This design comes from an exercise in tuning for small area, a short achievable clock period and few clock cycles per item on the open sky130 flow, not from production work. Only simulation tests tie the RTL to the original design; equivalence was not proved. Power is estimated from default activity; no workload was simulated.

===== run.sh =====
#!/bin/bash
# synth_recipe.tcl (not shown) runs the flow's synth.tcl, then flattens the netlist and writes it again
# the make line also repeats each setting of config.mk as NAME=value (left out here)
make -C /OpenROAD-flow-scripts/flow DESIGN_CONFIG=/design/flow/config.mk WORK_HOME=/design/flow/orfs CLKGATE_MAP_FILE= SYNTH_SCRIPT=/design/flow/synth_recipe.tcl finish

===== config.mk =====
export PLATFORM = sky130hd
export DESIGN_NAME = seq_alu
export DESIGN_NICKNAME = seq_alu
export VERILOG_FILES = /design/flow/design.v
export SDC_FILE = /design/flow/constraint.sdc
export NUM_CORES = 4
export LEC_CHECK = 0
export ABC_AREA = 1
export CAP_MARGIN = 20
export CORE_MARGIN = 2
export CORE_UTILIZATION = 40
export SETUP_SLACK_MARGIN = 4
export SLEW_MARGIN = 20

===== constraint.sdc =====
create_clock -name core_clock -period 8.0 [get_ports {clock_i}]
set_input_delay 1.6000 -clock core_clock [delete_from_list [all_inputs] [get_ports {clock_i}]]
set_output_delay 1.6000 -clock core_clock [all_outputs]
set_load 0.01 [all_outputs]

===== design.v =====
module seq_alu #(
    parameter int WIDTH   = 32,
    parameter int SHAMT_W = $clog2(WIDTH)
) (
    input  logic               clock_i,
    input  logic               reset_n_i,
    input  logic               start_i,
    input  logic [4:0]         opcode_i,
    input  logic [WIDTH-1:0]   a_i,
    input  logic [WIDTH-1:0]   b_i,
    output logic               ready_o,
    output logic               valid_o,
    output logic [2*WIDTH-1:0] result_o,
    output logic               zero_o,
    output logic               negative_o,
    output logic               div_by_zero_o,
    output logic               illegal_op_o
);
    localparam logic [4:0] OP_ADD  = 5'b00011, OP_SUB  = 5'b00100, OP_SHR  = 5'b00101,
                           OP_SHRA = 5'b00110, OP_SHL  = 5'b00111, OP_ROR  = 5'b01000,
                           OP_ROL  = 5'b01001, OP_AND  = 5'b01010, OP_OR   = 5'b01011,
                           OP_ADDI = 5'b01100, OP_ANDI = 5'b01101, OP_ORI  = 5'b01110,
                           OP_MUL  = 5'b01111, OP_DIV  = 5'b10000, OP_NEG  = 5'b10001,
                           OP_NOT  = 5'b10010;
    function automatic logic [4:0] lzc32(input logic [31:0] v);
        logic [15:0] v1; logic [15:0] c1;
        logic [7:0]  v2; logic [15:0] c2;
        logic [3:0]  v3; logic [11:0] c3;
        logic [1:0]  v4; logic [7:0]  c4;
        for (int i = 0; i < 16; i++) begin
            v1[i] = v[2*i+1] | v[2*i];
            c1[i] = ~v[2*i+1];
        end
        for (int i = 0; i < 8; i++) begin
            v2[i] = v1[2*i+1] | v1[2*i];
            c2[2*i+:2] = v1[2*i+1] ? {1'b0, c1[2*i+1]} : {1'b1, c1[2*i]};
        end
        for (int i = 0; i < 4; i++) begin
            v3[i] = v2[2*i+1] | v2[2*i];
            c3[3*i+:3] = v2[2*i+1] ? {1'b0, c2[2*(2*i+1)+:2]} : {1'b1, c2[2*(2*i)+:2]};
        end
        for (int i = 0; i < 2; i++) begin
            v4[i] = v3[2*i+1] | v3[2*i];
            c4[4*i+:4] = v3[2*i+1] ? {1'b0, c3[3*(2*i+1)+:3]} : {1'b1, c3[3*(2*i)+:3]};
        end
        lzc32 = v4[1] ? {1'b0, c4[7:4]} : {1'b1, c4[3:0]};
    endfunction
    function automatic logic [4:0] lsm1(input logic [31:0] x);
        lsm1 = lzc32({x[30:0] ^ {31{x[31]}}, 1'b1});
    endfunction
    function automatic logic [31:0] lowmask(input logic [5:0] n);    
        logic [1:0]  t1; logic [3:0] t2; logic [7:0] t3; logic [15:0] t4; logic [31:0] t5;
        t1 = {1'b0, n[0]};
        t2 = {{2{n[1]}} & t1, {2{n[1]}} | t1};
        t3 = {{4{n[2]}} & t2, {4{n[2]}} | t2};
        t4 = {{8{n[3]}} & t3, {8{n[3]}} | t3};
        t5 = {{16{n[4]}} & t4, {16{n[4]}} | t4};
        lowmask = {32{n[5]}} | t5;
    endfunction
    logic        s1_q;                 
    logic [31:0] a_q, b_q;             
    logic [4:0]  za_q, zb_q;           
    logic [4:0]  ra_q;                 
    logic [5:0]  sh_q;                 
    logic        g_xa, g_arith, g_inv, g_top, g_low, g_shra, g_sh, g_and, g_or, g_not;
    logic        g_mul, g_divn, g_dbz, g_ill, g_done;
    logic        st_mul, st_al1, st_al2, st_norm, st_div, st_cor, st_fxq, st_fxr;
    logic [31:0] h_q, l_q;             
    logic [4:0]  cnt_q;                
    logic        last_q, rz_q, negq_q, negr_q, rneg_q;
    logic        b1_q, b2_q, bn_q;     
    logic        valid_q, wide_q, dbz_q, ill_q, zh_q;
    logic        xh, yb, xinv, yinv;
    logic [33:0] ax, ay, sum;
    always_comb begin
        xh   = st_mul | st_cor | st_fxr;
        yb   = g_arith | st_div | st_cor;
        xinv = g_divn | st_fxq | st_fxr;
        yinv = bn_q | g_inv | (st_div & (rneg_q ~^ b_q[31])) | (st_cor & b_q[31]);
        ax   = ({34{g_xa}} & {{2{a_q[31]}}, a_q}) | ({34{xh}} & {{2{h_q[31]}}, h_q}) |
               ({34{st_div}} & {h_q[31], h_q, l_q[31]}) | ({34{st_fxq}} & {2'b00, l_q});
        ay   = ({34{b1_q}} & {{2{a_q[31]}}, a_q}) | ({34{b2_q}} & {a_q[31], a_q, 1'b0}) |
               ({34{yb}} & {{2{b_q[31]}}, b_q});
        sum  = (ax ^ {34{xinv}}) + (ay ^ {34{yinv}}) + {33'd0, xinv | yinv};
    end
    logic [31:0] rot_in, rot_out, lowm, topm, msk, sh_out;
    logic        fill, use_top, use_low;
    assign lowm = lowmask(sh_q);
    always_comb for (int i = 0; i < 32; i++) topm[i] = lowm[31-i];
    always_comb begin
        rot_in  = st_al1 ? ((h_q & lowm) | (l_q & ~lowm)) : st_al2 ? h_q : a_q;
        use_top = g_top | st_al2;
        use_low = g_low | st_norm;
        fill    = (g_shra & a_q[31]) | (st_al2 & h_q[31]);
    end
    logic [31:0] r1, r2, r3, r4;
    assign r1      = ra_q[0] ? {rot_in[0], rot_in[31:1]} : rot_in;
    assign r2      = ra_q[1] ? {r1[1:0], r1[31:2]} : r1;
    assign r3      = ra_q[2] ? {r2[3:0], r2[31:4]} : r2;
    assign r4      = ra_q[3] ? {r3[7:0], r3[31:8]} : r3;
    assign rot_out = ra_q[4] ? {r4[15:0], r4[31:16]} : r4;
    assign msk     = ({32{use_top}} & topm) | ({32{use_low}} & lowm);
    assign sh_out  = (rot_out & ~msk) | ({32{fill}} & msk);
    logic        sel_sum, sel_sh;
    logic [31:0] res_l;
    always_comb begin
        sel_sum = g_arith | st_fxq;
        sel_sh  = g_sh | st_norm | st_al1;
        res_l   = ({32{sel_sum}} & sum[31:0]) | ({32{sel_sh}} & sh_out) |
                  ({32{g_and}} & (a_q & b_q)) | ({32{g_or}} & (a_q | b_q)) |
                  ({32{g_not}} & ~b_q) | {32{g_dbz}};
    end
    logic [4:0]  zm;
    logic        swap, mrz, dlo, dhi;
    logic [4:0]  kd;                   
    logic [4:0]  mr;                   
    logic [6:0]  s_raw;
    logic [4:0]  s_neg;
    logic [5:0]  s_div;
    logic [4:0]  ra_div;
    logic [31:0] mplier;
    always_comb begin
        swap   = za_q > zb_q;          
        zm     = swap ? za_q : zb_q;
        mplier = swap ? a_q : b_q;
        mrz    = zm[4:1] <= 4'd2;
        kd     = mrz ? 5'd15 : {1'b0, ~zm[4:1]};
        mr     = mrz ? 5'd0 : {zm[4:1], 1'b0};
        s_raw  = {2'b00, za_q} - {2'b00, zb_q} - {6'd0, a_q[31]} + 7'd31;
        s_neg  = zb_q - za_q + {4'd0, a_q[31]} + 5'd1;         
        dlo    = s_raw[6];
        dhi    = ~s_raw[6] & (s_raw[5] & (s_raw[4:0] != 5'd0));
        s_div  = dlo ? 6'd0 : dhi ? 6'd32 : s_raw[5:0];
        ra_div = (dlo | dhi) ? 5'd0 : s_neg;
    end
    logic done, done_rdy, s1_free, accept, mul_next, last_mul;
    assign last_mul = st_mul & last_q;
    logic div_rneg;                    
    assign div_rneg = sum[33];
    assign done_rdy = g_done | st_al2 | (st_norm & sh_q[5] & ~negq_q & ~negr_q) |
                      (st_cor & ~negq_q & ~negr_q) | (st_fxq & ~negr_q) | st_fxr;
    assign done     = done_rdy | (st_div & last_q & ~div_rneg & ~negq_q & ~negr_q);
    assign s1_free  = ~s1_q | done_rdy;
    assign ready_o  = s1_free;
    assign accept   = start_i & s1_free;
    assign mul_next = g_mul | (st_mul & ~last_q);
    logic d_add, d_sub, d_neg, d_shr, d_shra, d_shl, d_rot, d_and, d_or, d_not, d_mul, d_div, d_bz;
    always_comb begin
        d_add  = (opcode_i == OP_ADD) | (opcode_i == OP_ADDI);
        d_sub  = opcode_i == OP_SUB;
        d_neg  = opcode_i == OP_NEG;
        d_shr  = opcode_i == OP_SHR;
        d_shra = opcode_i == OP_SHRA;
        d_shl  = opcode_i == OP_SHL;
        d_rot  = (opcode_i == OP_ROR) | (opcode_i == OP_ROL);
        d_and  = (opcode_i == OP_AND) | (opcode_i == OP_ANDI);
        d_or   = (opcode_i == OP_OR) | (opcode_i == OP_ORI);
        d_not  = opcode_i == OP_NOT;
        d_mul  = opcode_i == OP_MUL;
        d_div  = opcode_i == OP_DIV;
        d_bz   = b_i == 32'd0;
    end
    always_ff @(posedge clock_i or negedge reset_n_i) begin
        if (!reset_n_i) begin
            s1_q    <= 1'b0;
            valid_q <= 1'b0;
            g_mul   <= 1'b0;
            g_divn  <= 1'b0;
            g_done  <= 1'b0;
            st_mul  <= 1'b0;
            st_al1  <= 1'b0;
            st_al2  <= 1'b0;
            st_norm <= 1'b0;
            st_div  <= 1'b0;
            st_cor  <= 1'b0;
            st_fxq  <= 1'b0;
            st_fxr  <= 1'b0;
        end else begin
            valid_q <= done;
            if (accept)    s1_q <= 1'b1;
            else if (done) s1_q <= 1'b0;
            g_mul   <= accept & d_mul;
            g_divn  <= accept & d_div & ~d_bz;
            g_done  <= accept & ~d_mul & ~(d_div & ~d_bz);
            st_mul  <= mul_next;
            st_al1  <= last_mul & ~rz_q;
            st_al2  <= st_al1 | (last_mul & rz_q);
            st_norm <= g_divn;
            st_div  <= (st_norm & ~sh_q[5]) | (st_div & ~last_q);
            st_cor  <= st_div & last_q & div_rneg;
            st_fxq  <= (((st_norm & sh_q[5]) | (st_div & last_q & ~div_rneg)) | st_cor) & negq_q;
            st_fxr  <= ((((st_norm & sh_q[5]) | (st_div & last_q & ~div_rneg)) | st_cor) & ~negq_q & negr_q) |
                       (st_fxq & negr_q);
        end
    end
    always_ff @(posedge clock_i) begin
        g_xa    <= accept & (d_add | d_sub | (d_div & ~d_bz));
        g_arith <= accept & (d_add | d_sub | d_neg);
        g_inv   <= accept & (d_sub | d_neg);
        g_top   <= accept & (d_shr | d_shra);
        g_low   <= accept & d_shl;
        g_shra  <= accept & d_shra;
        g_sh    <= accept & (d_shr | d_shra | d_shl | d_rot);
        g_and   <= accept & d_and;
        g_or    <= accept & d_or;
        g_not   <= accept & d_not;
        g_dbz   <= accept & d_div & d_bz;
        g_ill   <= accept & ((opcode_i < OP_ADD) | (opcode_i > OP_NOT));
        if (accept) begin
            a_q  <= a_i;
            b_q  <= b_i;
            za_q <= lsm1(a_i);
            zb_q <= lsm1(b_i);
            ra_q <= ((opcode_i == OP_SHL) | (opcode_i == OP_ROL)) ? 5'(-b_i[4:0]) : b_i[4:0];
            sh_q <= {1'b0, b_i[4:0]};
        end else if (g_mul) begin
            if (swap) a_q <= b_q;
            ra_q <= mr;
            sh_q <= {1'b0, mr};
        end else if (g_divn) begin
            if (a_q[31]) a_q <= sum[31:0];             
            ra_q <= ra_div;
            sh_q <= s_div;
        end
        if (g_mul | g_divn | g_done) begin
            wide_q <= g_mul;
            dbz_q  <= g_dbz;
            ill_q  <= g_ill;
            zh_q   <= 1'b1;
            negq_q <= a_q[31] ^ b_q[31];
            negr_q <= a_q[31];
            cnt_q  <= g_mul ? kd : ~s_div[4:0];
            last_q <= kd == 5'd0;
            rz_q   <= mrz;
        end else if (st_norm) begin
            last_q <= cnt_q == 5'd0;
            rneg_q <= 1'b0;
        end else if (st_mul | st_div) begin
            cnt_q  <= cnt_q - 5'd1;
            last_q <= cnt_q == 5'd1;
            rneg_q <= div_rneg;
        end else if (st_al2) begin
            zh_q   <= sh_out == 32'd0;
        end
        if (g_mul) begin
            b1_q <= mplier[0];
            b2_q <= mplier[1] & ~mplier[0];
            bn_q <= mplier[1];
        end else begin
            b1_q <= mul_next & (l_q[2] ^ l_q[1]);
            b2_q <= mul_next & ((l_q[3] & ~l_q[2] & ~l_q[1]) | (~l_q[3] & l_q[2] & l_q[1]));
            bn_q <= mul_next & l_q[3];
        end
        if (g_mul | g_divn | g_done) h_q <= {32{g_dbz}} & a_q;
        else if (st_mul)  h_q <= sum[33:2];
        else if (st_div | st_cor | st_fxr) h_q <= sum[31:0];
        else if (st_norm) h_q <= rot_out & msk;
        else if (st_al2)  h_q <= sh_out;
        if (g_mul)       l_q <= mplier;
        else if (st_mul) l_q <= {sum[1:0], l_q[31:2]};
        else if (st_div) l_q <= {l_q[30:0], ~div_rneg};
        else if (g_done | st_fxq | st_norm | st_al1) l_q <= res_l;
    end
    assign valid_o       = valid_q;
    assign result_o      = {h_q, l_q};
    assign zero_o        = (l_q == 32'd0) & zh_q;
    assign negative_o    = wide_q ? h_q[31] : l_q[31];
    assign div_by_zero_o = dbz_q;
    assign illegal_op_o  = ill_q;
endmodule

==> results of run 1 <==
what timing repair did:
action | in CTS | in global routing
resized for setup | 85 | 192
setup endpoints to repair | 138 | 114
pin swaps | 13 | 62
hold buffers | 0 | 0
buffers inserted | 33 | 34
cloned | 3 | 1
synth_stat cells, types with 14 or more instances:
master,number,area share [%]
nor2_1,183,3.3
a31oi_1,20,0.60
a311oi_1,16,0.68
o211ai_1,30,1.1
nand3b_1,19,0.69
edfxtp_1,161,23
dfxtp_1,17,1.6
xnor2_1,37,1.6
clkbuf_1,122,2.2
o221ai_1,14,0.59
xor2_1,57,2.4
o2111ai_1,26,1.1
ha_1,56,3.4
nand2_1,745,13
o22ai_1,80,2.4
a22oi_1,19,0.69
a21oi_1,280,6.8
o21ai_0,272,6.6
nand3_1,504,12
nand4_1,25,0.75
nor3_1,27,0.65
o21ai_1,16,0.39
inv_1,327,5.9
buf_1,33,0.60
buf_2,21,0.51
registers in the layout, summed over array words and instances, names as in the netlist, 5 cells and up:
register and cells:
a_q 32, sh_q 6, b_q 32, ra_q 5, cnt_q 5, l_q 32
zb_q 5, za_q 5, h_q 32
layer usage:
layer | vias to the layer above | wire length, um | global-route usage (%) | part of all wire (%)
met5 | - | 42 | 0.919 | 0.037
met4 | 6 | 8400 | 25.3 | 7.3
met3 | 362 | 13900 | 10.4 | 12
met2 | 1908 | 47700 | 61.1 | 42
met1 | 12200 | 44300 | 53.7 | 39
li1 | 11500 | - | - | -
worst reg2reg max path: stages, from the launching register on:
cell and delay (ns):
edfxtp_1 0.54, inv_1 0.32, nand3_1 0.39, nand3_2 0.30, nand2_1 0.14, nand3_1 0.11
nand3_1 0.13, nand3_1 0.14, nand3_1 0.13, nand3_1 0.26, nand3_1 0.15, nand2_1 0.28
o21ai_2 0.31, o21ai_0 0.15, nand2_1 0.20, nand3_1 0.10, nand2_1 0.10, nand2_1 0.05
layout make-up:
| type | instances | share of cell area (%) |
|---|---|---|
| clock buffers | 17 | 1.71 |
| repair inverters | 2 | 0.101 |
| well taps | 680 | 3.43 |
| inverters | 337 | 5.25 |
| clock inverters | 15 | 0.902 |
| flip-flops and latches | 191 | 22.2 |
| repair buffers | 250 | 9.45 |
| multi-input cells | 2544 | 56.9 |
cells by family (layout without fill, tap and decap cells):
family | count (synthesis) | in the layout
DFF | 191 | 191
xor gates and xnor gates | 94 | 94
AOI/OAI and AO/OA | 833 | 834
buffers and inverters | 519 | 621
and+or+nand+nor | 1553 | 1554
adders and majority gates | 62 | 62
report_power, final:
group | switching [mW] | leakage [nW] | internal, mW
Sequential | 0 | 1.55 | 1.07
Combinational | 0.0706 | 9.16 | 0.0518
Clock | 0.456 | 0.312 | 0.509
Total | 0.526 | 11.0 | 1.63
path summary, 6_finish.rpt:
kind | start | endpoint | slack [ns] | cells past startpoint
min in group asynchronous | reset_n_i | valid_q$_DFF_PN0_ | 1.55 | 1
max in group asynchronous | reset_n_i | g_mul$_DFF_PN0_ | 5.95 | 1
max | sh_q[1]$_DFFE_PP_ | h_q[18]$_DFFE_PP_ | 3.96 | 17
min reg2reg | g_ill$_DFF_P_ | ill_q$_DFFE_PN_ | 0.41 | 0
max reg2reg | sh_q[1]$_DFFE_PP_ | h_q[18]$_DFFE_PP_ | 3.96 | 17
min | g_ill$_DFF_P_ | ill_q$_DFFE_PN_ | 0.41 | 0
metrics by stage:
step | worst slack (ns) | cell area, um^2 | hold WS [ns]
2_1_floorplan | 4.13 | 20800 | 0.386
3_3_place_gp | 2.92 | 22600 | 0.388
3_5_place_dp | 2.84 | 22600 | 0.389
4_1_cts | 3.90 | 23900 | 0.407
5_1_grt | 3.81 | 24800 | 0.430
6_report | 3.96 | 24800 | 0.408
==> results.txt, run 1 <==
Seq/Total Area, Yosys=26.5%; final core utilization=48.4%; Final TNS setup=0 ns; Longest Clk Path Bufs=2; Initial Util=40.4%; EDFF count, synth=161; Tmin final=4.04 ns; Critical Path AT=4.28 ns; die height=232 um; Final #Nets=3477; Reg clk slew, reported paths=0.08 ns; Top Family by Delay on Critical Path=simple AND/OR/NAND/NOR gates; Mapped Cells=3252; synthesis-to-layout area growth=19.6%; Core Area=51300 um^2; clk sinks=191; Compound-Gate Fraction of Synth Area=23.2%; CP max-delay cell=edfxtp_1; Cell Chain, Critical Path=inv_1, nand3_1, nand3_2, nand2_1, nand3_1, nand3_1, nand3_1, nand3_1, nand3_1, nand3_1, nand2_1, o21ai_2, o21ai_0, nand2_1, nand3_1, nand2_1, nand2_1; CP Max Fanout=8; pwr/cell area=86.7 nW/um^2; Mapped Nets=3386; Async SR Flop Fraction=6.81%; final cell count without fillers=4036; via count=26000; Wirelength per Cell=28.3 um; Synth Flop Type=edfxtp_1; gr usage total=41.3%; first-pass GRT wire length=161000 um; slowest stage delay, CP=0.54 ns; adder-cell area share of the yosys netlist=3.96%; Final Cycle Share=50.5%; Tot Pwr=2.15 mW; 1st-iter DRT viols=3718; max_cap viols=0; crit-path most repeated cell=nand3_1; pin count of the biggest net entering global routing=80; Post-Place Cells=3933; WS Path Type=reg2reg; I/O pins=142; FF+latch count, synth=191; clk latency of the worst-skew pair=0.49 ns; Hold Crit Class=reg2reg; final setup vio count=0; vias in the first global route=23600; Setup crit start kind=register; proportion of layout cells with a drive suffix above 1=11.4%; register area=5520 um^2; skew final=0.0201 ns; Ys Warns=1; RSZ-0062 raised after global routing=yes; Final Max Tran Viols=0; htree depth=4; Worst Max-Slew Pin Slew=1.25 ns; relative slew slack=16.7%; Worst EP required=8.24 ns; CTS root buffer=clkbuf_16; grt ovf=0; Die X-Extent=232 um; DRC=0; run status=timing/DRC/antenna clean; multiplexer area fraction after synthesis=0%; Setup crit end kind=register; Critical path buffers and inverters=1; ANT cells=0; die area=53700 um^2; Avg Cell Area, Syn=6.38 um^2; Cell Rows=83; Yosys cell types=55; footprint of the multi-input gates=14100 um^2; CTS Buf Count=17; Fin. Hold Viols=0; Post-DRT Antenna Nets=0; Via density=6.44; FMAX=248 MHz; Max VDD drop=0.142 mV; post-synthesis xor/xnor area fraction=3.97%; Leakage=11.0 nW; CTS tree=done; main combinational cell family by area after synthesis=simple AND/OR/NAND/NOR gates; fillcell total=5291; antenna violations before repair=4; hpwl dp=87500 um; final wirelength=114000 um; most frequent cells in the layout=nand2_1 (711), nand3_1 (489), inv_1 (304), a21oi_1 (266), o21ai_0 (241); DR pass1 iterations=6; Synth Area in Simple Gates=32.7%; GPL Wtd Cong=1.02; cell area after synthesis=20700 um^2; PortBufs=141; commonest non-fill, non-tap cell in the layout=nand2_1
Testbench counts, summed over its fixed seeds: cycles 22,659, ops 4,800.
==> inputs of run 2 (changes only) <==
==> flow/run.sh (new file) <==
#!/bin/bash
# Standard ORFS layout (the standard.sh), with the port buffers made from the
# smallest buffer cell. The whole make output goes to standard.log.
set -o pipefail
export BUFFER_PORTS_ARGS="-buffer_cell sky130_fd_sc_hd__buf_1"
bash standard.sh > standard.log 2>&1
==> standard.sh (new file) <==
#!/bin/bash
# synth_recipe.tcl (not shown) runs the flow's synth.tcl, then flattens the netlist and writes it again
# the make line also repeats each setting of config.mk as NAME=value (left out here)
make -C /OpenROAD-flow-scripts/flow DESIGN_CONFIG=/design/flow/config.mk WORK_HOME=/design/flow/orfs CLKGATE_MAP_FILE= SYNTH_SCRIPT=/design/flow/synth_recipe.tcl "${@:-finish}"
--- a/config.mk
+++ b/config.mk
@@ -8,6 +8,6 @@
 export ABC_AREA = 1
 export CAP_MARGIN = 20
 export CORE_MARGIN = 2
-export CORE_UTILIZATION = 40
+export CORE_UTILIZATION = 45
 export SETUP_SLACK_MARGIN = 4
 export SLEW_MARGIN = 20
removed: run.sh
==> run 2 against run 1 <==
Net effect: still clean on timing, DRC and antenna; synthesized area unchanged; hold slack better by 0.0066 ns; total power shrank 3.2%; critical path type unchanged; largest power group unchanged.
==> results.txt, run 2 <==
fillcell total=4672; Core Area=45500 um^2; Psw=0.532 mW; I/O pins=142; CTS Buf Count=17; Longest Clk Path Bufs=2; Avg Cell Area, Syn=6.38 um^2; Final #Nets=3503; RSZ-0062 raised after global routing=yes; pin count of the biggest net entering global routing=81; Mapped Cells=3252; Cell Rows=78; HP Start=g_ill$_DFF_P_; Reg clk slew, reported paths=0.08 ns; Critical Path AT=4.30 ns; Synth area leaders=edfxtp_1 (23%), nand2_1 (13%), nand3_1 (12%), a21oi_1 (6.8%), o21ai_0 (6.6%); Setup crit start kind=register; reg2reg path depth=20; Max VDD drop=0.172 mV; Worst Setup SP=st_fxr$_DFF_PN0_; most frequent cells after synthesis=nand2_1 (745), nand3_1 (504), inv_1 (327); proportion of layout cells with a drive suffix above 1=11.6%; Post-DRT Antenna Nets=0; clk latency of the worst-skew pair=0.50 ns; FF+latch count, synth=191; Wirelength per Cell=28.4 um; footprint of the multi-input gates=14100 um^2; Worst EP required=8.24 ns; Hold-fix buffers, CTS=0; most frequent cells in the layout=nand2_1 (713), nand3_1 (490), inv_1 (312), a21oi_1 (257), o21ai_0 (233); Initial Util=45.6%; final wirelength=113000 um; synthesis-to-layout area growth=16.0%; CP Max Fanout=14; most frequent cell after synthesis=nand2_1; EDFF count, synth=161; final setup vio count=0; via count=26400; CTS root buffer=clkbuf_16; crit path to=l_q[28]$_DFFE_PP_; WHS=0.415 ns; clk sinks=191; htree depth=4; leading area contributor after synthesis=edfxtp_1; Die X-Extent=219 um; reg-to-reg slack, setup=3.94 ns; Synth Flop Type=edfxtp_1; Via density=6.64; 1st-iter DRT viols=4682; pre-CTS setup slack=2.85 ns; commonest non-fill, non-tap cell in the layout=nand2_1; CTS tree=done; Yosys cell types=55; Final Cycle Share=50.8%; sequential share of power=51.2%; Hold Crit Class=reg2reg; Tmin final=4.06 ns; RR Endpoint=l_q[28]$_DFFE_PP_; Gate power share=4.8%; Fin. Hold Viols=0; Final TNS setup=0 ns; skew final=0.0232 ns; run status=timing/DRC/antenna clean; clock network power share=44.1%; DRC=0; FMAX=246 MHz; PortBufs=141; Worst Max-Slew Pin Slew=1.01 ns; Ys Warns=1; setup slack after layout=3.94 ns; r2r startpoint=st_fxr$_DFF_PN0_; gr usage total=45.8%; relative slew slack=32.5%; cell area after synthesis=20700 um^2; die area=47800 um^2; max_cap viols=0; antenna violations before repair=2; vias in the first global route=23500; Async SR Flop Fraction=6.81%; Cell Int Power=1.55 mW; pwr/cell area=86.6 nW/um^2; Mapped Nets=3386; DR pass1 iterations=10; first-pass GRT wire length=159000 um; ANT cells=0; grt ovf=0; die height=219 um; Setup crit end kind=register; Leakage=10.8 nW; Net Sw Frac=25.6%; top-area cell type share of the netlist area=23.3%; Final Max Tran Viols=0; GPL Wtd Cong=1.08; WS Path Type=reg2reg; register area=5510 um^2; hpwl dp=83900 um; Seq/Total Area, Yosys=26.5%
-- run 2: how the worst min path moves through the flow --
stage                            endpoint  slack [ns]  cells past startpoint
after floorplan           ill_q$_DFFE_PN_        0.39                      0
after global placement    ill_q$_DFFE_PN_        0.39                      0
after detailed placement  ill_q$_DFFE_PN_        0.39                      0
after CTS                 ill_q$_DFFE_PN_        0.41                      0
after global routing      ill_q$_DFFE_PN_        0.43                      0
final                     ill_q$_DFFE_PN_        0.41                      0
-- run 2: metal layers --
layer	up-vias	GRT usage [%]	wire length, um
met5	-	0	13
met1	12200	58.6	41100
li1	11500	-	-
met3	456	14.6	16400
met4	2	25.5	8020
met2	2206	68.0	47500
-- run 2: worst max-delay path, stage by stage (launching register included) --
cell       delay, ns
dfrtp_2         0.49
nor3_4          0.36
buf_6           0.18
inv_6           0.08
nand2_1         0.07
o2111ai_1       0.17
xor2_1          0.20
ha_1            0.40
a21oi_1         0.36
o21ai_0         0.16
a21oi_2         0.18
nand3_4         0.12
nand2_2         0.07
o211ai_1        0.14
or2_4           0.31
nand3_2         0.07
nand2_1         0.08
o21ai_1         0.12
nand2_1         0.07
nand2_1         0.11
nand2_1         0.06
-- run 2: layout make-up --
| class | instances | share of cell area [%] |
|---|---|---|
| timing repair buffer | 276 | 7.50 |
| timing repair inverter | 2 | 0.0728 |
| multi-input combinational | 2544 | 58.5 |
| clock buffer | 20 | 1.99 |
| inverter | 337 | 5.41 |
| tap | 600 | 3.12 |
| clock inverter | 12 | 0.551 |
| sequential | 191 | 22.9 |
-- run 2: power groups by stage --
stage | Clock [mW] | Combinational, mW | Sequential, mW
global placement | 0 | 0.0922 | 1.09
global route | 0.945 | 0.110 | 1.07
finish | 0.918 | 0.0995 | 1.07
detailed placement | 0 | 0.0966 | 1.09
CTS | 0.912 | 0.0969 | 1.07
floorplan | 0 | 0.0511 | 1.09
-- run 2: logic make-up (layout without fill, tap and decap cells) --
group                    Yosys count  in the layout  synth area share [%]
AND/OR/NAND/NOR                 1553           1554                  32.7
AO/OA/AOI/OAI                    833            834                  23.2
buffers and inverters            519            647                  9.67
flip-flops                       191            191                  26.5
XOR/XNOR                          94             94                  3.97
adder cells (fa/ha/maj)           62             62                  3.96
-- run 2: what timing repair did --
item                                    4_1_cts  5_1_grt
gates cloned                                  7        1
pin swaps                                    27       79
buffers inserted                             31       53
endpoints found under the setup margin      125      117
resized for setup                            90      175
-- run 2: stage by stage --
step           total power, mW  utilization, %  instances  area (um^2)
2_1_floorplan             1.14               -       3252        20800
3_3_place_gp              1.18            47.7       3858        21700
3_5_place_dp              1.19            47.7       3858        21700
4_1_cts                   2.07            50.6       3928        23000
5_1_grt                   2.12            52.9       3982        24100
6_report                  2.08            52.9       3982        24100
==> inputs of run 3 (changes only) <==
--- a/config.mk
+++ b/config.mk
@@ -8,6 +8,6 @@
 export ABC_AREA = 1
 export CAP_MARGIN = 20
 export CORE_MARGIN = 2
-export CORE_UTILIZATION = 45
+export CORE_UTILIZATION = 40
 export SETUP_SLACK_MARGIN = 4
 export SLEW_MARGIN = 20
==> run 3 against run 2 <==
Net effect: still clean on timing, DRC and antenna; cell area up 0.50%; global-route usage fell by 3.6 points; sequential power hardly changed; wire length is 3.5% higher; register-to-register slack about the same; via count decreased by 1.3%; fmax rose by 0.31%; highest routed layer unchanged.
==> results.txt, run 3 <==
htree depth=4; GPL Wtd Cong=1.05; antenna violations before repair=1; clk sinks=191; leading area contributor after synthesis=edfxtp_1; RSZ-0062 raised after global routing=yes; Cell Rows=83; Worst EP required=8.20 ns; main combinational cell family by area after synthesis=simple AND/OR/NAND/NOR gates; fillcell total=5329; cell area after layout=24200 um^2; Wirelength per Cell=28.9 um; adder-cell area share of the yosys netlist=3.96%; Compound-Gate Fraction of Synth Area=23.2%; most frequent cells in the layout=nand2_1 (707), nand3_1 (488), inv_1 (301), a21oi_1 (260), o21ai_0 (238); Seq/Total Area, Yosys=26.5%; Hold Crit Class=reg2reg; Ys Warns=1; pwr/cell area=87.0 nW/um^2; Hold-fix buffers, CTS=0; FMAX=247 MHz; gr usage total=42.2%; Setup crit start kind=register; final setup vio count=0; Max VDD drop=0.155 mV; DRC=0; CTS tree=done; Async SR Flop Fraction=6.81%; Fin. Hold Viols=0; EDFF count, synth=161; Synth Flop Type=edfxtp_1; grt ovf=0; Critical Path AT=4.25 ns; multiplexer area fraction after synthesis=0%; hold depth=0; vias in the first global route=23300; post-synthesis xor/xnor area fraction=3.97%; Critical path buffers and inverters=0; WS Path Type=reg2reg; commonest non-fill, non-tap cell in the layout=nand2_1; clk latency of the worst-skew pair=0.49 ns; pin count of the biggest net entering global routing=80; 1st-iter DRT viols=3978; DR pass1 iterations=7; proportion of layout cells with a drive suffix above 1=11.8%; via count=26100; crit-path most repeated cell=nand3_1; Core Area=51300 um^2; Final Cycle Share=50.6%; FF+latch count, synth=191; Synth area leaders=edfxtp_1 (23%), nand2_1 (13%), nand3_1 (12%), a21oi_1 (6.8%), o21ai_0 (6.6%); Avg Cell Area, Syn=6.38 um^2; Initial Util=40.4%; Reg clk slew, reported paths=0.09 ns; Top Family by Delay on Critical Path=simple AND/OR/NAND/NOR gates; Longest Clk Path Bufs=2; placed instance area=21800 um^2; instance count on the critical path=16; Post-DRT Antenna Nets=0; Setup crit end kind=register; relative slew slack=25.8%; Final TNS setup=0 ns; Tmin final=4.05 ns; Mapped Nets=3386; first-pass GRT wire length=163000 um; CP max-delay cell=edfxtp_1; hpwl dp=86800 um; run status=timing/DRC/antenna clean; Cell Chain, Critical Path=nor2_2, nand2_1, nand3_1, nand3_1, nand3_1, nand3_1, nand3_1, nand3_1, nand3_1, nand3_1, o21ai_1, nand2_1, nand2_1, nand3_1, nand3_1, o21ai_0; max_cap viols=0; CTS root buffer=clkbuf_16; Leakage=10.8 nW; Mapped Cells=3252; Die X-Extent=232 um; Final #Nets=3488; Yosys cell types=55; Via density=6.45; die area=53700 um^2; slowest stage delay, CP=0.58 ns; synthesis-to-layout area growth=16.5%; most frequent cells after synthesis=nand2_1 (745), nand3_1 (504), inv_1 (327); die height=232 um; most frequent cell after synthesis=nand2_1; Final Max Tran Viols=0; Worst Max-Slew Pin Slew=1.11 ns; CP Max Fanout=10; skew final=0.0189 ns; reg2reg path depth=16; top-area cell type share of the netlist area=23.3%; CTS Buf Count=17; final wirelength=117000 um; cell area after synthesis=20700 um^2; PortBufs=141; I/O pins=142; Synth Area in Simple Gates=32.7%
## run 3: cell counts after synthesis
No cell type changed its count.
## run 3: path summary, 6_finish.rpt
kind                                   startpoint                 to  slack (ns)
worst max-delay path            sh_q[3]$_DFFE_PP_  h_q[23]$_DFFE_PP_        3.95
worst min-delay path                g_ill$_DFF_P_    ill_q$_DFFE_PN_        0.42
worst max register to register  sh_q[3]$_DFFE_PP_  h_q[23]$_DFFE_PP_        3.95
worst min register to register      g_ill$_DFF_P_    ill_q$_DFFE_PN_        0.42
max in group asynchronous               reset_n_i   st_mul$_DFF_PN0_        6.30
min in group asynchronous               reset_n_i   st_al2$_DFF_PN0_        1.16
## run 3: area by class of cell
cell class	instances	area, um^2	share of cell area (%)
timing repair inverter	2	20.0	0.0828
timing repair buffer	260	1650	6.80
clock inverter	14	198	0.817
antenna	1	2.50	0.0103
sequential	191	5510	22.8
tap	680	851	3.52
inverter	337	1320	5.44
multi-input combinational	2545	14200	58.7
clock buffer	18	439	1.82
## run 3: cells by family after synthesis
logic type,count (synthesis)
xor gates and xnor gates,94
buffers and inverters,519
DFF,191
and+or+nand+nor,1553
AOI/OAI and AO/OA,833
adders and majority gates,62
## run 3: repair_timing
item	4_1_cts	5_1_grt
buffers inserted	27	39
setup endpoints to repair	134	111
gates cloned	9	0
pin swaps	16	63
resized for setup	83	204
## run 3: power by group
group	switching [mW]	internal, mW
Combinational	0.0719	0.0296
Clock	0.493	0.445
Sequential	0	1.07
Total	0.565	1.54
## run 3: layer usage
layer  vias to the layer above  share of wire (%)  track usage (%)
li1                      11500                  -                -
met1                     12200                 38             54.9
met2                      2039                 41             62.2
met3                       400                 13             11.5
met4                         2                7.4             25.0
met5                         -              0.011                0
## run 3: through the flow
step                      setup WS (ns)  power (mW)  hold slack, ns  std cells  utilization [%]
final                              3.95        2.10           0.417       4048             47.1
after global routing               3.82        2.14           0.427       4047             47.1
after CTS                          3.99        2.11           0.414       4008             45.1
after detailed placement           2.94        1.19           0.393       3940             42.5
after global placement             2.97        1.18           0.392       3940             42.5
after floorplan                    4.13        1.14           0.386       3252                -
==> inputs of run 4 (changes only) <==
--- a/design.v
+++ b/design.v
@@ -111,18 +111,15 @@
                   ({32{g_not}} & ~b_q) | {32{g_dbz}};
     end
     logic [4:0]  zm;
-    logic        swap, mrz, dlo, dhi;
+    logic        mrz, dlo, dhi;
     logic [4:0]  kd;                   
     logic [4:0]  mr;                   
     logic [6:0]  s_raw;
     logic [4:0]  s_neg;
     logic [5:0]  s_div;
     logic [4:0]  ra_div;
-    logic [31:0] mplier;
-    always_comb begin
-        swap   = za_q > zb_q;          
-        zm     = swap ? za_q : zb_q;
-        mplier = swap ? a_q : b_q;
+    always_comb begin
+        zm     = zb_q;
         mrz    = zm[4:1] <= 4'd2;
         kd     = mrz ? 5'd15 : {1'b0, ~zm[4:1]};
         mr     = mrz ? 5'd0 : {zm[4:1], 1'b0};
@@ -143,7 +140,7 @@
     assign s1_free  = ~s1_q | done_rdy;
     assign ready_o  = s1_free;
     assign accept   = start_i & s1_free;
-    assign mul_next = g_mul | (st_mul & ~last_q);
+    assign mul_next = (g_mul & (kd != 5'd0)) | (st_mul & ~last_q);
     logic d_add, d_sub, d_neg, d_shr, d_shra, d_shl, d_rot, d_and, d_or, d_not, d_mul, d_div, d_bz;
     always_comb begin
         d_add  = (opcode_i == OP_ADD) | (opcode_i == OP_ADDI);
@@ -159,6 +156,15 @@
         d_mul  = opcode_i == OP_MUL;
         d_div  = opcode_i == OP_DIV;
         d_bz   = b_i == 32'd0;
+    end
+    logic [4:0] la, lb;
+    logic       sw_i;
+    logic [1:0] mp01;
+    always_comb begin
+        la   = lsm1(a_i);
+        lb   = lsm1(b_i);
+        sw_i = d_mul & ((&a_i[31:16]) | ~(|a_i[31:16])) & ~((&b_i[31:16]) | ~(|b_i[31:16]));
+        mp01 = sw_i ? a_i[1:0] : b_i[1:0];
     end
     always_ff @(posedge clock_i or negedge reset_n_i) begin
         if (!reset_n_i) begin
@@ -183,7 +189,7 @@
             g_divn  <= accept & d_div & ~d_bz;
             g_done  <= accept & ~d_mul & ~(d_div & ~d_bz);
             st_mul  <= mul_next;
-            st_al1  <= last_mul & ~rz_q;
+            st_al1  <= (g_mul & (kd == 5'd0)) | (last_mul & ~rz_q);
             st_al2  <= st_al1 | (last_mul & rz_q);
             st_norm <= g_divn;
             st_div  <= (st_norm & ~sh_q[5]) | (st_div & ~last_q);
@@ -207,14 +213,13 @@
         g_dbz   <= accept & d_div & d_bz;
         g_ill   <= accept & ((opcode_i < OP_ADD) | (opcode_i > OP_NOT));
         if (accept) begin
-            a_q  <= a_i;
-            b_q  <= b_i;
-            za_q <= lsm1(a_i);
-            zb_q <= lsm1(b_i);
+            a_q  <= sw_i ? b_i : a_i;
+            b_q  <= sw_i ? a_i : b_i;
+            za_q <= la;
+            zb_q <= sw_i ? la : lb;
             ra_q <= ((opcode_i == OP_SHL) | (opcode_i == OP_ROL)) ? 5'(-b_i[4:0]) : b_i[4:0];
             sh_q <= {1'b0, b_i[4:0]};
         end else if (g_mul) begin
-            if (swap) a_q <= b_q;
             ra_q <= mr;
             sh_q <= {1'b0, mr};
         end else if (g_divn) begin
@@ -229,8 +234,8 @@
             zh_q   <= 1'b1;
             negq_q <= a_q[31] ^ b_q[31];
             negr_q <= a_q[31];
-            cnt_q  <= g_mul ? kd : ~s_div[4:0];
-            last_q <= kd == 5'd0;
+            cnt_q  <= g_mul ? kd - 5'd1 : ~s_div[4:0];
+            last_q <= kd == 5'd1;
             rz_q   <= mrz;
         end else if (st_norm) begin
             last_q <= cnt_q == 5'd0;
@@ -242,21 +247,25 @@
         end else if (st_al2) begin
             zh_q   <= sh_out == 32'd0;
         end
-        if (g_mul) begin
-            b1_q <= mplier[0];
-            b2_q <= mplier[1] & ~mplier[0];
-            bn_q <= mplier[1];
+        if (accept) begin
+            b1_q <= d_mul & mp01[0];
+            b2_q <= d_mul & mp01[1] & ~mp01[0];
+            bn_q <= d_mul & mp01[1];
+        end else if (g_mul) begin
+            b1_q <= mul_next & (b_q[2] ^ b_q[1]);
+            b2_q <= mul_next & ((b_q[3] & ~b_q[2] & ~b_q[1]) | (~b_q[3] & b_q[2] & b_q[1]));
+            bn_q <= mul_next & b_q[3];
         end else begin
             b1_q <= mul_next & (l_q[2] ^ l_q[1]);
             b2_q <= mul_next & ((l_q[3] & ~l_q[2] & ~l_q[1]) | (~l_q[3] & l_q[2] & l_q[1]));
             bn_q <= mul_next & l_q[3];
         end
-        if (g_mul | g_divn | g_done) h_q <= {32{g_dbz}} & a_q;
-        else if (st_mul)  h_q <= sum[33:2];
+        if (g_divn | g_done) h_q <= {32{g_dbz}} & a_q;
+        else if (g_mul | st_mul) h_q <= sum[33:2];
         else if (st_div | st_cor | st_fxr) h_q <= sum[31:0];
         else if (st_norm) h_q <= rot_out & msk;
         else if (st_al2)  h_q <= sh_out;
-        if (g_mul)       l_q <= mplier;
+        if (g_mul)       l_q <= {sum[1:0], b_q[31:2]};
         else if (st_mul) l_q <= {sum[1:0], l_q[31:2]};
         else if (st_div) l_q <= {l_q[30:0], ~div_rneg};
         else if (g_done | st_fxq | st_norm | st_al1) l_q <= res_l;
==> run 4 against run 3 <==
Net effect: first-iteration DRC count is 0.50% higher; fmax increased by 0.44%; cell area rose by 1.1%; critical endpoint is now zero_o.
==> results.txt, run 4 <==
most frequent cell after synthesis=nand2_1; Fin. Hold Viols=0; 1st-iter DRT viols=3998; DR pass1 iterations=7; final setup vio count=0; die area=54300 um^2; vias in the first global route=23800; commonest non-fill, non-tap cell in the layout=nand2_1; Longest Clk Path Bufs=2; Synth area leaders=edfxtp_1 (23%), nand2_1 (13%), nand3_1 (12%), o21ai_0 (7.7%), inv_1 (6.4%); antenna violations before repair=1; relative slew slack=21.6%; Setup crit end kind=output port; pwr/cell area=85.3 nW/um^2; Synth Flop Type=edfxtp_1; Hold-fix buffers, CTS=0; proportion of layout cells with a drive suffix above 1=11.8%; DRC=0; Leakage=10.5 nW; Wirelength per Cell=28.3 um; top-area cell type share of the netlist area=23.0%; die height=233 um; Final #Nets=3525; FF+latch count, synth=191; grt ovf=0; met1 Usage GRT=53.8%; clk sinks=191; Critical Path AT=2.43 ns; GR Util met2=63.2%; htree depth=4; Avg Cell Area, Syn=6.45 um^2; hpwl dp=88200 um; leading area contributor after synthesis=edfxtp_1; I/O pins=142; run status=timing/DRC/antenna clean; clk latency of the worst-skew pair=0.47 ns; Cell Rows=83; most frequent cells after synthesis=nand2_1 (710), nand3_1 (510), inv_1 (358); WS Path Type=reg2out; pre-CTS setup slack=2.71 ns; PortBufs=141; Async SR Flop Fraction=6.81%; Post-DRT Antenna Nets=0; CTS root buffer=clkbuf_16; Final Max Tran Viols=0; Max VDD drop=0.103 mV; first-pass GRT wire length=164000 um; Top Usage Layer GRT=met2; Mapped Cells=3253; gr usage total=41.5%; RSZ-0062 raised after global routing=yes; Worst Max-Slew Pin Slew=1.18 ns; met3 usage=11.1%; max_cap viols=0; Ys Warns=1; Tmin final=4.03 ns; FMAX=248 MHz; synthesis-to-layout area growth=16.6%; Initial Util=40.7%; final core utilization=47.4%; Reg clk slew, reported paths=0.09 ns; skew final=0.0246 ns; Worst EP required=6.40 ns; Core Area=51600 um^2; Hold Crit Class=reg2reg; Via density=6.44; CTS Buf Count=17; final wirelength=116000 um; pin count of the biggest net entering global routing=78; fillcell total=5398; Setup crit start kind=register; via count=26300; GPL Wtd Cong=1.09; Mapped Nets=3392; Die X-Extent=233 um; cell area after synthesis=21000 um^2; Seq/Total Area, Yosys=26.2%; setup slack after layout=3.97 ns; Tot Pwr=2.09 mW; most frequent cells in the layout=nand2_1 (682), nand3_1 (503), inv_1 (343), o21ai_0 (305), a21oi_1 (199); Final TNS setup=0 ns; CP Max Fanout=4; Final Cycle Share=50.4%; EDFF count, synth=161; CTS tree=done; Yosys cell types=69
## run 4: cells by family after synthesis
| family | after synthesis | synth area share, % |
|---|---|---|
| AOI/OAI and AO/OA | 838 | 23.6 |
| adders and majority gates | 67 | 4.21 |
| and+or+nand+nor | 1505 | 31.6 |
| buffers and inverters | 550 | 10.2 |
| DFF | 191 | 26.2 |
| xor gates and xnor gates | 102 | 4.26 |
## run 4: layout make-up
type | instances | area [um^2] | area share, %
clock inverter | 15 | 184 | 0.752
tap | 680 | 851 | 3.48
timing repair buffer | 288 | 1760 | 7.21
multi-input combinational | 2514 | 14300 | 58.3
timing repair inverter | 4 | 28.8 | 0.118
clock buffer | 17 | 425 | 1.74
inverter | 370 | 1420 | 5.82
antenna | 1 | 2.50 | 0.0102
sequential | 191 | 5510 | 22.5
## run 4: path summary, 6_finish.rpt
path	start	slack, ns	end	depth (start not counted)
min in group asynchronous	reset_n_i	1.23	valid_q$_DFF_PN0_	1
setup / recovery	l_q[26]$_DFFE_PP_	3.97	zero_o	6
hold reg to reg	g_ill$_DFF_P_	0.44	ill_q$_DFFE_PN_	0
max in group asynchronous	reset_n_i	6.16	st_mul$_DFF_PN0_	1
setup reg to reg	st_cor$_DFF_PN0_	4.03	h_q[25]$_DFFE_PP_	20
hold / removal	g_ill$_DFF_P_	0.44	ill_q$_DFFE_PN_	0
## run 4: through the flow
step | hold slack, ns | area [um^2] | std cells
after floorplan | 0.386 | 21000 | 3253
after global placement | 0.388 | 22000 | 3940
after detailed placement | 0.413 | 22000 | 3940
after CTS | 0.428 | 23400 | 4026
after global routing | 0.447 | 24500 | 4079
final | 0.436 | 24500 | 4080
## run 4: report_power, final
part           switching [mW]  internal (mW)  leakage (nW)
sequential                  0           1.07          1.72
combinational          0.0882         0.0355          8.45
clock                   0.469          0.427         0.294
## run 4: routing by layer
layer	vias up	wire, um
li1	11600	-
met1	12400	44400
met2	1947	48800
met3	369	14400
met4	0	7940
met5	-	0
## run 4: what timing repair did
item | in CTS | in global routing
gates cloned | 7 | 1
buffers inserted | 47 | 52
pin swaps | 19 | 54
endpoints found under the setup margin | 119 | 101
resized for setup | 78 | 162
## run 4: critical path, stage by stage (launching register included)
cell      delay, ns
edfxtp_1       0.42
inv_1          0.16
nand4_1        0.26
nor4_4         0.53
nand3_2        0.16
nor4_4         0.22
buf_1          0.19
Testbench counts of run 4, summed over its fixed seeds: cycles 21,831, ops 4,800.
==> inputs of run 5 (changes only) <==
--- a/config.mk
+++ b/config.mk
@@ -9,5 +9,6 @@
 export CAP_MARGIN = 20
 export CORE_MARGIN = 2
 export CORE_UTILIZATION = 40
+export PLACE_DENSITY = 0.7
 export SETUP_SLACK_MARGIN = 4
 export SLEW_MARGIN = 20
==> run 5 against run 4 <==
Net effect: wire length decreased by 12%; count of clock-buffer cells in the layout increased by 1; critical path type unchanged; combinational power decreased by 4%; synthesized area unchanged; still clean; highest routed layer is now met5; total power increased by 0.42%; worst setup slack got worse by 0.030 ns; die area unchanged.
==> results.txt, run 5 <==
run status=timing/DRC/antenna clean; htree depth=4; Ys Warns=1; Final TNS setup=0 ns; DRC=0; Hold Crit Class=reg2reg; Synth area leaders=edfxtp_1 (23%), nand2_1 (13%), nand3_1 (12%), o21ai_0 (7.7%), inv_1 (6.4%); clk latency of the worst-skew pair=0.48 ns; Final Cycle Share=50.8%; Die X-Extent=233 um; die area=54300 um^2; I/O pins=142; Fin. Hold Viols=0; pin count of the biggest net entering global routing=66; PortBufs=141; via count=25900; Mapped Nets=3392; WS Path Type=reg2out; Cell Rows=83; cell area after layout=24600 um^2; Avg Cell Area, Syn=6.45 um^2; Critical Path AT=2.46 ns; Synth Area in Simple Gates=31.6%; Longest Clk Path Bufs=2; fillcell total=5237; gr usage total=35.9%; RSZ-0062 raised after global routing=yes; cell area after synthesis=21000 um^2; Wirelength per Cell=25.0 um; commonest non-fill, non-tap cell in the layout=nand2_1; ANT cells=0; Worst Max-Slew Pin Slew=1.12 ns; 1st-iter DRT viols=4102; main combinational cell family by area after synthesis=simple AND/OR/NAND/NOR gates; adder-cell area share of the yosys netlist=4.21%; synthesis-to-layout area growth=17.1%; CTS tree=done; final wirelength=102000 um; Async SR Flop Fraction=6.81%; Leakage=10.4 nW; leading area contributor after synthesis=edfxtp_1; Hold-fix buffers, CTS=0; Max VDD drop=0.163 mV; top-area cell type share of the netlist area=23.0%; proportion of layout cells with a drive suffix above 1=12.6%; skew final=0.0242 ns; antenna violations before repair=2; Reg clk slew, reported paths=0.08 ns; GPL Wtd Cong=1.09; Seq/Total Area, Yosys=26.2%; Mapped Cells=3253; Synth Flop Type=edfxtp_1; hpwl dp=75700 um; Final Max Tran Viols=0; post-synthesis xor/xnor area fraction=4.26%; WHS=0.418 ns; grt ovf=0; most frequent cells in the layout=nand2_1 (687), nand3_1 (500), inv_1 (326), o21ai_0 (306), a21oi_1 (185); vias in the first global route=22600; pwr/cell area=85.2 nW/um^2; clk sinks=191; Tmin final=4.06 ns; Yosys cell types=69; Core Area=51600 um^2; Via density=6.37; most frequent cells after synthesis=nand2_1 (710), nand3_1 (510), inv_1 (358); CTS root buffer=clkbuf_16; FF+latch count, synth=191; relative slew slack=25.2%; Final #Nets=3516; first-pass GRT wire length=145000 um; Setup crit start kind=register; Compound-Gate Fraction of Synth Area=23.6%; placed instance area=22000 um^2; DR pass1 iterations=12; die height=233 um; EDFF count, synth=161; CTS Buf Count=17; max_cap viols=0; multiplexer area fraction after synthesis=0%; final setup vio count=0; CP Max Fanout=4; Setup crit end kind=output port; Initial Util=40.7%; Post-DRT Antenna Nets=0; FMAX=246 MHz; most frequent cell after synthesis=nand2_1; Worst EP required=6.40 ns
run 5: final cells by class:
cell class                      count  area [um^2]  share of cell area, %
Clock inverter                     14          154                  0.626
Clock buffer                       18          450                   1.83
Tap cell                          680          851                   3.46
Multi-Input combinational cell   2516        14500                   58.9
Timing Repair Buffer              275         1650                   6.71
Inverter                          370         1440                   5.86
Timing Repair inverter              6         43.8                  0.178
Sequential cell                   191         5510                   22.4
run 5: kinds of logic (layout without fill, tap and decap cells):
group,Yosys count,count (layout)
XOR/XNOR,102,102
AO/OA/AOI/OAI,838,838
adder cells (fa/ha/maj),67,67
buffers and inverters,550,683
flip-flops,191,191
AND/OR/NAND/NOR,1505,1509
run 5: worst paths after layout:
| check | start | to | slack [ns] | cells after the start |
|---|---|---|---|---|
| worst max-delay path | l_q[25]$_DFFE_PP_ | zero_o | 3.94 | 6 |
| worst min-delay path | g_ill$_DFF_P_ | ill_q$_DFFE_PN_ | 0.42 | 0 |
| worst max register to register | st_cor$_DFF_PN0_ | h_q[22]$_DFFE_PP_ | 4.00 | 22 |
| worst min register to register | g_ill$_DFF_P_ | ill_q$_DFFE_PN_ | 0.42 | 0 |
| max in group asynchronous | reset_n_i | st_al1$_DFF_PN0_ | 6.23 | 1 |
| min in group asynchronous | reset_n_i | s1_q$_DFFE_PN0P_ | 1.20 | 1 |
run 5: repair_timing:
| item | in CTS | in global routing |
|---|---|---|
| pin swaps | 14 | 74 |
| gates cloned | 6 | 5 |
| endpoints found under the setup margin | 103 | 104 |
| setup buffers | 30 | 62 |
| gates resized for setup | 68 | 215 |
run 5: power breakdown:
group	internal (mW)	switching, mW	leakage [nW]
clock	0.440	0.470	0.300
sequential	1.07	0	1.72
combinational	0.0356	0.0833	8.40
run 5: stage by stage:
stage | worst slack (ns) | cells | power, mW | utilization [%]
4_1_cts | 4.00 | 4003 | 2.09 | 44.9
5_1_grt | 3.88 | 4070 | 2.14 | 47.6
3_3_place_gp | 3.06 | 3935 | 1.20 | 42.6
2_1_floorplan | 4.01 | 3253 | 1.15 | -
6_report | 3.94 | 4070 | 2.09 | 47.6
3_5_place_dp | 3.05 | 3935 | 1.20 | 42.6
run 5: layer usage:
layer	wire (um)	track usage, %	up-vias
li1	-	-	11600
met1	38400	49.0	11800
met2	42000	53.0	2175
met3	15100	9.26	401
met4	6240	16.0	2
met5	12	0	-
run 5: worst max-delay path, cell delays in order (launching register included):
cell      delay (ns)
edfxtp_1        0.39
inv_1           0.15
nand4_1         0.26
nor4_4          0.40
nand3_2         0.17
nor4_4          0.42
buf_2           0.21
==> inputs of run 6 (changes only) <==
--- a/config.mk
+++ b/config.mk
@@ -9,6 +9,6 @@
 export CAP_MARGIN = 20
 export CORE_MARGIN = 2
 export CORE_UTILIZATION = 40
-export PLACE_DENSITY = 0.7
+export PLACE_DENSITY = 0.8
 export SETUP_SLACK_MARGIN = 4
 export SLEW_MARGIN = 20
==> run 6 against run 5 <==
Net effect: non-clock buffer count fell by 26; synthesized cell count unchanged; clock skew rose by 0.0025 ns; worst setup slack better by 0.046 ns; register-to-register slack better by 0.02 ns; combinational power hardly changed; via count shrank 0.76%; sequential cell count is the same.
==> results.txt, run 6 <==
setup slack after layout=3.99 ns; CP Max Fanout=6; most frequent cells in the layout=nand2_1 (694), nand3_1 (502), inv_1 (352), o21ai_0 (304), a21oi_1 (220); 1st-iter DRT viols=4455; FF+latch count, synth=191; Top Family by Delay on Critical Path=simple AND/OR/NAND/NOR gates; antenna violations before repair=0; CTS tree=done; gr usage total=37.2%; cell area after synthesis=21000 um^2; skew final=0.0267 ns; WHS=0.418 ns; CTS Buf Count=17; Initial Util=40.7%; Setup crit start kind=register; Fin. Hold Viols=0; reg2reg path depth=20; cell area after layout=23800 um^2; Critical Path AT=2.41 ns; Wirelength per Cell=25.7 um; Cell Rows=83; proportion of layout cells with a drive suffix above 1=8.58%; EDFF count, synth=161; synthesis-to-layout area growth=13.2%; Avg Cell Area, Syn=6.45 um^2; Via density=6.37; Critical path buffers and inverters=1; RSZ-0062 raised after global routing=yes; Post-Place Cells=3941; slowest stage delay, CP=0.68 ns; placed instance area=22000 um^2; Leakage=10.2 nW; I/O pins=142; FMAX=249 MHz; GPL Wtd Cong=1.04; leading area contributor after synthesis=edfxtp_1; Async SR Flop Fraction=6.81%; Synth Flop Type=edfxtp_1; instance count on the critical path=4; via count=25700; Setup crit end kind=output port; Worst Max-Slew Pin Slew=1.00 ns; Tmin final=4.01 ns; clk latency of the worst-skew pair=0.49 ns; top-area cell type share of the netlist area=23.0%; grt ovf=0; Final Max Tran Viols=0; most frequent cell after synthesis=nand2_1; pwr/cell area=88.1 nW/um^2; htree depth=4; Final Cycle Share=50.2%; Yosys cell types=69; hold depth=0; DRC=0; Mapped Cells=3253; CP max-delay cell=nor4_1; Longest Clk Path Bufs=2; WS Path Type=reg2out; Post-DRT Antenna Nets=0; final core utilization=46.0%; CTS root buffer=clkbuf_16; relative slew slack=32.9%; Mapped Nets=3392; pin count of the biggest net entering global routing=76; final wirelength=104000 um; Tot Pwr=2.09 mW; Die X-Extent=233 um; clk sinks=191; die height=233 um; most frequent cells after synthesis=nand2_1 (710), nand3_1 (510), inv_1 (358); Cell Chain, Critical Path=nor4_1, nand3_1, nor4_2, buf_1; Synth area leaders=edfxtp_1 (23%), nand2_1 (13%), nand3_1 (12%), o21ai_0 (7.7%), inv_1 (6.4%); final setup vio count=0; Ys Warns=1; max_cap viols=0; Final #Nets=3482; Worst EP required=6.40 ns; Hold Crit Class=reg2reg; Core Area=51600 um^2; hpwl dp=79200 um; PortBufs=141; run status=timing/DRC/antenna clean; Reg clk slew, reported paths=0.09 ns; commonest non-fill, non-tap cell in the layout=nand2_1; pre-CTS setup slack=3.13 ns; Final TNS setup=0 ns; final cell count without fillers=4037; vias in the first global route=23300; DR pass1 iterations=8; first-pass GRT wire length=150000 um; Seq/Total Area, Yosys=26.2%; Max VDD drop=0.109 mV; die area=54300 um^2
[run 6: cell counts after synthesis]
No cell type changed its count.
[run 6: repair_timing]
| item | 4_1_cts | 5_1_grt |
|---|---|---|
| buffers inserted | 20 | 38 |
| hold endpoints to repair | 0 | 0 |
| hold buffers | 0 | 0 |
| resized for setup | 53 | 89 |
| cloned | 3 | 2 |
| setup endpoints to repair | 89 | 81 |
| pin swaps | 10 | 30 |
[run 6: final cells by class]
cell class / count / area (um^2)
fillers: 5393 / 27900
multi-input cells: 2513 / 13900
flip-flops and latches: 191 / 5510
repair buffers: 249 / 1520
inverters: 370 / 1400
well taps: 680 / 851
clock buffers: 17 / 425
clock inverters: 15 / 185
repair inverters: 1 / 6.26
diodes: 1 / 2.50
[run 6: cells by family after synthesis]
logic type,after synthesis,synth area share (%)
XOR/XNOR,102,4.26
buffers and inverters,550,10.2
AO/OA/AOI/OAI,838,23.6
flip-flops,191,26.2
adder cells (fa/ha/maj),67,4.21
AND/OR/NAND/NOR,1505,31.6
[run 6: power by group]
part	switching [mW]	total [mW]	internal, mW
clock network	0.482	0.909	0.427
logic	0.0819	0.117	0.0355
registers	0	1.07	1.07
total	0.564	2.09	1.53
[run 6: metal layers]
metal  up-vias  global-route usage [%]  part of all wire (%)
li1      11500                       -                     -
met1     11800                    49.1                    39
met2      2019                    54.3                    41
met3       409                    10.5                    14
met4         0                    21.2                   7.2
met5         -                       0                     0
[run 6: final timing paths]
kind | endpoint | start | slack (ns)
min | ill_q$_DFFE_PN_ | g_ill$_DFF_P_ | 0.42
min reg2reg | ill_q$_DFFE_PN_ | g_ill$_DFF_P_ | 0.42
min in group asynchronous | st_cor$_DFF_PN0_ | reset_n_i | 1.16
max in group asynchronous | st_mul$_DFF_PN0_ | reset_n_i | 6.29
max | zero_o | l_q[28]$_DFFE_PP_ | 3.99
max reg2reg | h_q[25]$_DFFE_PP_ | st_fxr$_DFF_PN0_ | 4.02
==> inputs of run 7 (changes only) <==
--- a/config.mk
+++ b/config.mk
@@ -9,6 +9,6 @@
 export CAP_MARGIN = 20
 export CORE_MARGIN = 2
 export CORE_UTILIZATION = 40
-export PLACE_DENSITY = 0.8
+export PLACE_DENSITY = 0.85
 export SETUP_SLACK_MARGIN = 4
 export SLEW_MARGIN = 20
==> run 7 against run 6 <==
Net effect: critical path type is now reg2reg; sequential power barely moved; die area did not move; global-route usage fell by 0.70 points; fmax fell by 0.55%; combinational power barely moved; synthesized area did not move; still clean on timing, DRC and antenna; critical path depth rose by 17; first-iteration DRC count rose by 13%; total power fell by 0.40%.
==> results.txt, run 7 <==
synthesis-to-layout area growth=15.2%; grt ovf=0; DR pass1 iterations=10; die height=233 um; most frequent cells in the layout=nand2_1 (686), nand3_1 (507), inv_1 (345), o21ai_0 (305), a21oi_1 (206); pin count of the biggest net entering global routing=66; Tmin final=4.04 ns; clock network power share=43.2%; CP Max Fanout=4; Synth Flop Type=edfxtp_1; commonest non-fill, non-tap cell in the layout=nand2_1; adder-cell area share of the yosys netlist=4.21%; via count=26200; cell area after synthesis=21000 um^2; met3 usage=9.23%; Core Area=51600 um^2; FF+latch count, synth=191; Post-DRT Antenna Nets=0; Setup crit end kind=register; Synth Area in Simple Gates=31.6%; Final Max Tran Viols=0; gr usage total=36.5%; Synth area leaders=edfxtp_1 (23%), nand2_1 (13%), nand3_1 (12%), o21ai_0 (7.7%), inv_1 (6.4%); multiplexer area fraction after synthesis=0%; Longest Clk Path Bufs=2; Cell Chain, Critical Path=a211o_1, inv_2, nand2_4, buf_12, xor2_4, fa_2, inv_2, fa_2, nand3b_1, nand2_2, a21oi_4, o21ai_4, a21boi_4, o21ai_2, a21oi_2, inv_1, or2_1, nand2_2, o211ai_1, nand2_1, nand2_1; Worst EP required=8.23 ns; Final #Nets=3505; Cell Rows=83; I/O pins=142; antenna violations before repair=2; Avg Cell Area, Syn=6.45 um^2; hpwl dp=77400 um; Reg clk slew, reported paths=0.08 ns; final setup vio count=0; CP max-delay cell=edfxtp_1; Hold-fix buffers, CTS=0; FMAX=248 MHz; Hold Crit Class=reg2reg; clk latency of the worst-skew pair=0.48 ns; Yosys cell types=69; sequential share of power=51.1%; Critical Path AT=4.27 ns; clk sinks=191; RSZ-0062 raised after global routing=yes; Setup crit start kind=register; Top Usage Layer GRT=met2; relative slew slack=30.8%; Compound-Gate Fraction of Synth Area=23.6%; Seq/Total Area, Yosys=26.2%; Gate power share=5.7%; Async SR Flop Fraction=6.81%; Via density=6.45; Worst Max-Slew Pin Slew=1.04 ns; Max VDD drop=0.121 mV; most frequent cell after synthesis=nand2_1; die area=54300 um^2; pwr/cell area=86.2 nW/um^2; skew final=0.0208 ns; Fin. Hold Viols=0; Top Family by Delay on Critical Path=compound AO/OA/AOI/OAI gates; Mapped Nets=3392; Cell Int Power=1.56 mW; fillcell total=5214; GPL Wtd Cong=1.08; Final Cycle Share=50.5%; Leakage=10.3 nW; proportion of layout cells with a drive suffix above 1=10.2%; EDFF count, synth=161; htree depth=4; final core utilization=46.9%; post-synthesis xor/xnor area fraction=4.26%; Final TNS setup=0 ns; leading area contributor after synthesis=edfxtp_1; WS Path Type=reg2reg; Critical path buffers and inverters=4; 1st-iter DRT viols=5027; footprint of the multi-input gates=14100 um^2; max_cap viols=0; Die X-Extent=233 um; final wirelength=104000 um; slowest stage delay, CP=0.53 ns; Initial Util=40.7%; CTS tree=done; Net Sw Frac=25.3%; Psw=0.528 mW; register area=5510 um^2; main combinational cell family by area after synthesis=simple AND/OR/NAND/NOR gates; CTS root buffer=clkbuf_16; Ys Warns=1; DRC=0; CTS Buf Count=17; first-pass GRT wire length=148000 um; Wirelength per Cell=25.5 um; vias in the first global route=23100; PortBufs=141; Mapped Cells=3253; most frequent cells after synthesis=nand2_1 (710), nand3_1 (510), inv_1 (358); GR Util met2=53.5%; top-area cell type share of the netlist area=23.0%; met1 Usage GRT=49.0%; run status=timing/DRC/antenna clean
==> run 7: cell count changes in the layout (fill, tap and decap cells not counted), moves of 5 or more <==
cell	before	now
nand2_2	20	26
ha_1	58	51
a21oi_1	220	206
ha_2	2	7
nand3_2	10	4
nand3_1	502	507
buf_4	93	108
inv_1	352	345
clkinvlp_4	2	8
nand2_1	694	686
a21oi_2	10	20
==> run 7: through the flow <==
step / cell area, um^2 / hold slack, ns / worst slack (ns) / instances / total power [mW]
finish: 24200 / 0.416 / 3.96 / 4060 / 2.08
global route: 24200 / 0.432 / 3.84 / 4059 / 2.13
CTS: 23200 / 0.417 / 3.95 / 4002 / 2.08
detailed placement: 22000 / 0.397 / 2.75 / 3936 / 1.20
global placement: 22000 / 0.389 / 2.74 / 3936 / 1.20
floorplan: 21000 / 0.386 / 4.01 / 3253 / 1.15
==> run 7: cell families (layout without fill, tap and decap cells) <==
| family | Yosys count | after routing |
|---|---|---|
| XOR/XNOR | 102 | 102 |
| AO/OA/AOI/OAI | 838 | 838 |
| AND/OR/NAND/NOR | 1505 | 1507 |
| adder cells (fa/ha/maj) | 67 | 67 |
| buffers and inverters | 550 | 674 |
| other | 0 | 1 |
| flip-flops | 191 | 191 |
==> run 7: routing by layer <==
layer	vias to the layer above	part of all wire, %
met1	11900	37
met5	-	0.0087
met4	2	7.8
li1	11600	-
met2	2197	41
met3	478	15
==> run 7: worst paths after layout <==
| check | to | cells past startpoint | slack [ns] | from |
|---|---|---|---|---|
| setup / recovery | h_q[18]$_DFFE_PP_ | 21 | 3.96 | b_q[31]$_DFFE_PP_ |
| hold / removal | ill_q$_DFFE_PN_ | 0 | 0.42 | g_ill$_DFF_P_ |
| setup reg to reg | h_q[18]$_DFFE_PP_ | 21 | 3.96 | b_q[31]$_DFFE_PP_ |
| hold reg to reg | ill_q$_DFFE_PN_ | 0 | 0.42 | g_ill$_DFF_P_ |
| max in group asynchronous | st_mul$_DFF_PN0_ | 1 | 6.28 | reset_n_i |
| min in group asynchronous | valid_q$_DFF_PN0_ | 1 | 1.17 | reset_n_i |
==> run 7: what timing repair did <==
item / 4_1_cts / 5_1_grt
gates resized for setup: 69 / 133
setup endpoints to repair: 123 / 109
pin swaps: 12 / 46
gates cloned: 6 / 4
setup buffers: 28 / 52
==> run 7: power groups by stage <==
stage	Clock, mW	Combinational, mW	Sequential [mW]
final	0.900	0.118	1.07
after global routing	0.929	0.132	1.07
after CTS	0.895	0.115	1.07
after detailed placement	0	0.114	1.09
after global placement	0	0.111	1.09
after floorplan	0	0.0659	1.09
==> run 7: layout make-up <==
type	instances	area share, %
inverter	370	5.86
clock inverter	12	0.548
clock buffer	20	1.98
antenna	1	0.0103
tap	680	3.52
sequential	191	22.8
timing repair buffer	267	6.85
multi-input combinational	2514	58.3
timing repair inverter	5	0.129
==> run 7: worst register-to-register path: stages, from the launching register on <==
cell and delay [ns]:
edfxtp_1 0.53, a211o_1 0.32, inv_2 0.08, nand2_4 0.06, buf_12 0.13, xor2_4 0.18
fa_2 0.41, inv_2 0.07, fa_2 0.20, nand3b_1 0.12, nand2_2 0.08, a21oi_4 0.17
o21ai_4 0.11, a21boi_4 0.25, o21ai_2 0.12, a21oi_2 0.24, inv_1 0.09, or2_1 0.26
nand2_2 0.12, o211ai_1 0.11, nand2_1 0.10, nand2_1 0.05

## what the ideal ports hide
The flow's constraints put no driver on any port. The routed layouts listed below were extracted and timed again, unchanged, in two steps.
Step 1 sets driving cells, clkbuf_16 on the clock port and buf_2 on the other inputs (assumed; they add their load-dependent delay and slew).
Step 2 adds t to the input delays and takes it off the output delays; t is the mean of the earliest and latest rising clock arrival at the registers after step 1. Input paths then give back, and output paths get back, about the clock's delay inside the block.
Slacks: ideal ports / drivers / drivers and shift; pairs: ideal ports / drivers.
run	t, ns	setup WS [ns]	worst hold slack (ns)	pins driven straight from the clock port
run 1	0.533	3.963 / 3.946 / 3.717	0.408 / 0.408 / 0.408	1
run 2	0.538	3.939 / 3.913 / 3.700	0.415 / 0.415 / 0.415	1
run 3	0.538	3.951 / 3.929 / 3.698	0.417 / 0.417 / 0.417	1
run 4	0.516	3.969 / 3.914 / 3.767	0.436 / 0.436 / 0.436	1
run 5	0.523	3.939 / 3.882 / 3.714	0.418 / 0.418 / 0.418	1
run 6	0.526	3.985 / 3.935 / 3.655	0.418 / 0.418 / 0.418	1
run 7	0.522	3.963 / 3.963 / 3.622	0.416 / 0.416 / 0.416	1
After both steps setup and hold are still met in every run listed. For run 7, which loses most, drivers alone change the setup slack by 0.000 ns; drivers and shift together by -0.341 ns.
